This is an optimization exercise on Yosys and OpenROAD, whose aim is small area and a short achievable clock period, not a production implementation.
Power and IR drop assume default switching activity.

Design conv3x3_mac_stage, start of the top module:
module conv3x3_mac_stage
#(
    parameter int N     = 32,
    parameter int SHIFT = 4
) (
    input  logic        clk,
    input  logic        rst,
    input  logic        data_load,
    input  logic [71:0] window,
    input  logic        frame_start,
    input  logic        coef_we,
    input  logic [3:0]  coef_addr,
    input  logic [7:0]  coef_data,
    output logic [7:0]  pix_o,
    output logic        valid_o,
    output logic        frame_done_o
);
Size in the first run: roughly 380 flip-flops.
clock: 6.0 ns
lec_check: 0
cap_margin: 20
core_margin: 2
core_utilization: 40
slew_margin: 20
run.sh (not shown) runs the stock make flow with config.mk's settings and CLKGATE_MAP_FILE= SYNTH_SCRIPT=/design/flow/synth_recipe.tcl, a recipe that flattens the netlist after the stock synthesis.
Edit:
--- a/flow/design.v
+++ b/flow/design.v
@@ -56,13 +56,13 @@
     output logic        valid_o,
     output logic        frame_done_o
 );
     localparam int CW = $clog2(N);
     logic [CW-1:0] col, row;
     logic          last;
-    logic [3:0] vpipe;
+    logic [2:0] vpipe;
     logic [71:64]   win_q;
     logic [71:0]   coef_q;
     logic [35:0]   psum_q;
     logic [8:0] c1x_0, c2x_0, psum_0;
     logic [8:0] c1x_1, c2x_1, psum_1;
     logic [8:0] c1x_2, c2x_2, psum_2;
@@ -897,13 +897,12 @@
     logic fs699;
     logic fc700;
     logic fs701;
     logic fc702;
     logic fs703;
     logic fc704;
-    logic [36:0] pr1;
     logic [19:0] sx;
     logic [19:0] sy;
     logic [19:0] fsum;
     conv_kernel_regs #(.SHIFT(SHIFT)) u_coef (
         .clk  (clk),
         .rst  (rst),
@@ -1658,14 +1657,14 @@
     assign fs699 = fc642 ^ fs669 ^ fc668;
     assign fc700 = (fc642 & fs669) | (fc642 & fc668) | (fs669 & fc668);
     assign fs701 = hc646 ^ fs671 ^ fc670;
     assign fc702 = (hc646 & fs671) | (hc646 & fc670) | (fs671 & fc670);
     assign fs703 = pr0[89] ^ hs673 ^ fc672;
     assign fc704 = (pr0[89] & hs673) | (pr0[89] & fc672) | (hs673 & fc672);
-    assign sx = {1'b1, pr1[35], pr1[33], pr1[31], pr1[29], pr1[27], pr1[25], pr1[23], pr1[21], pr1[19], pr1[17], pr1[15], pr1[13], pr1[11], pr1[9], pr1[7], pr1[5], pr1[3], pr1[2], pr1[0]};
-    assign sy = {1'b0, pr1[36], pr1[34], pr1[32], pr1[30], pr1[28], pr1[26], pr1[24], pr1[22], pr1[20], pr1[18], pr1[16], pr1[14], pr1[12], pr1[10], pr1[8], pr1[6], pr1[4], 1'b0, pr1[1]};
+    assign sx = {1'b1, fc704, fc702, fc700, fc698, fc696, fc694, fc692, fc690, fc688, fc686, fc684, fc682, fc680, fc678, hc676, hs675, pr0[3], pr0[2], pr0[0]};
+    assign sy = {1'b0, hc674, fs703, fs701, fs699, fs697, fs695, fs693, fs691, fs689, fs687, fs685, fs683, fs681, fs679, fs677, pr0[7], pr0[4], 1'b0, pr0[1]};
     assign fsum = ~sx + ~sy;
     assign last = (col == CW'(N-1)) && (row == CW'(N-1));
     always_ff @(posedge clk) begin
         if (!rst) begin
             col          <= '0;
             row          <= '0;
@@ -1678,14 +1677,14 @@
                 row <= '0;
             end else if (data_load) begin
                 col <= (col == CW'(N-1)) ? '0 : col + 1'b1;
                 if (col == CW'(N-1)) row <= last ? '0 : row + 1'b1;
             end
             frame_done_o <= data_load && !frame_start && last;
-            vpipe        <= {vpipe[2:0], data_load && !frame_start && (row >= CW'(2)) && (col >= CW'(2))};
-            valid_o      <= vpipe[3];
+            vpipe        <= {vpipe[1:0], data_load && !frame_start && (row >= CW'(2)) && (col >= CW'(2))};
+            valid_o      <= vpipe[2];
         end
     end
     always_ff @(posedge clk) begin
         win_q[71:64] <= window[71:64];
         sa_0_0 <= window[0] & ~window[8];
         sb_0_0 <= ~window[0] & window[8];
@@ -1781,10 +1780,9 @@
         sb_7_2 <= ~window[39] & window[47];
         sc_7_2 <= window[39] & window[47];
         sa_7_3 <= window[55] & ~window[63];
         sb_7_3 <= ~window[55] & window[63];
         sc_7_3 <= window[55] & window[63];
         pr0 <= {fc566, fc564, fs565, fc562, fs561, fc554, fc552, fs559, fs553, fc548, fc546, fs551, fs549, fc544, fs547, fc542, fs545, fc442, fs449, fs447, fs543, fs541, fc540, fc434, fs441, fc432, fs539, fc538, fs433, fc426, fc424, fs431, fc422, fs429, fs537, fc536, fs425, fs423, fc418, fc416, fs421, fc414, fs535, fc534, fc532, fs417, fs415, fc410, fs413, fc408, fs303, fs533, fs531, fc530, fc528, fc526, fs409, fs407, fc402, fs529, fs527, fs525, fc524, fc522, fc520, fs401, fs523, fs521, fs519, fc516, fc514, fs515, fc508, fs513, fc506, fs511, fs509, fs507, fc498, fs505, fs503, fc496, fs497, fc486, fs495, fs485, fs483, fs473, fs463, fs461};
-        pr1 <= {hc674, fc704, fs703, fc702, fs701, fc700, fs699, fc698, fs697, fc696, fs695, fc694, fs693, fc692, fs691, fc690, fs689, fc688, fs687, fc686, fs685, fc684, fs683, fc682, fs681, fc680, fs679, fc678, fs677, hc676, pr0[7], hs675, pr0[4], pr0[3], pr0[2], pr0[1], pr0[0]};
         pix_o <= conv_pkg::clamp_u8(fsum);
     end
 endmodule
The changed run ran to the end with no violations.
Final cell count came out lower by 2.7%.
Count of clock-buffer cells in the layout went down by 4.
Global-route usage rises by 0.48 points.
Flip-flop and latch count is lower by 38.
Cell area goes down by about 4%.
Core utilization barely changes.
Fmax is lower by 15%.
Non-clock buffer count shrinks by 5.
Power shrinks by 4.1%.
No functional check of the RTL was part of any run of this note.

[what the ideal ports hide]
How much do the figures lean on ideal ports? The routed layouts below were timed once more, with nothing changed but the port constraints. Step 1 assumes that a clkbuf_16 drives the clock port and a buf_2 every other input. Step 2 adds t to the input delays and takes it off the output delays; t is the mean of the earliest and latest rising clock arrival at the registers after step 1. Input paths then give back, and output paths get back, about the clock's delay inside the block. Slacks: ideal ports / drivers / drivers and shift; pairs: ideal ports / drivers.
run | t (ns) | setup WS [ns] | hold slack, ns | clock arrival spread, ns | pins driven straight from the clock port
the first run | 0.650 | 2.278 / 2.278 / 2.078 | 0.325 / 0.325 / 0.325 | 0.062 / 0.062 | 1
the second run | 0.627 | 1.643 / 1.643 / 1.643 | 0.433 / 0.433 / 0.433 | 0.024 / 0.024 | 1
After both steps setup and hold are still met in every run listed. For the first run, which loses most, drivers alone change the setup slack by 0.000 ns; drivers and shift together by -0.200 ns.
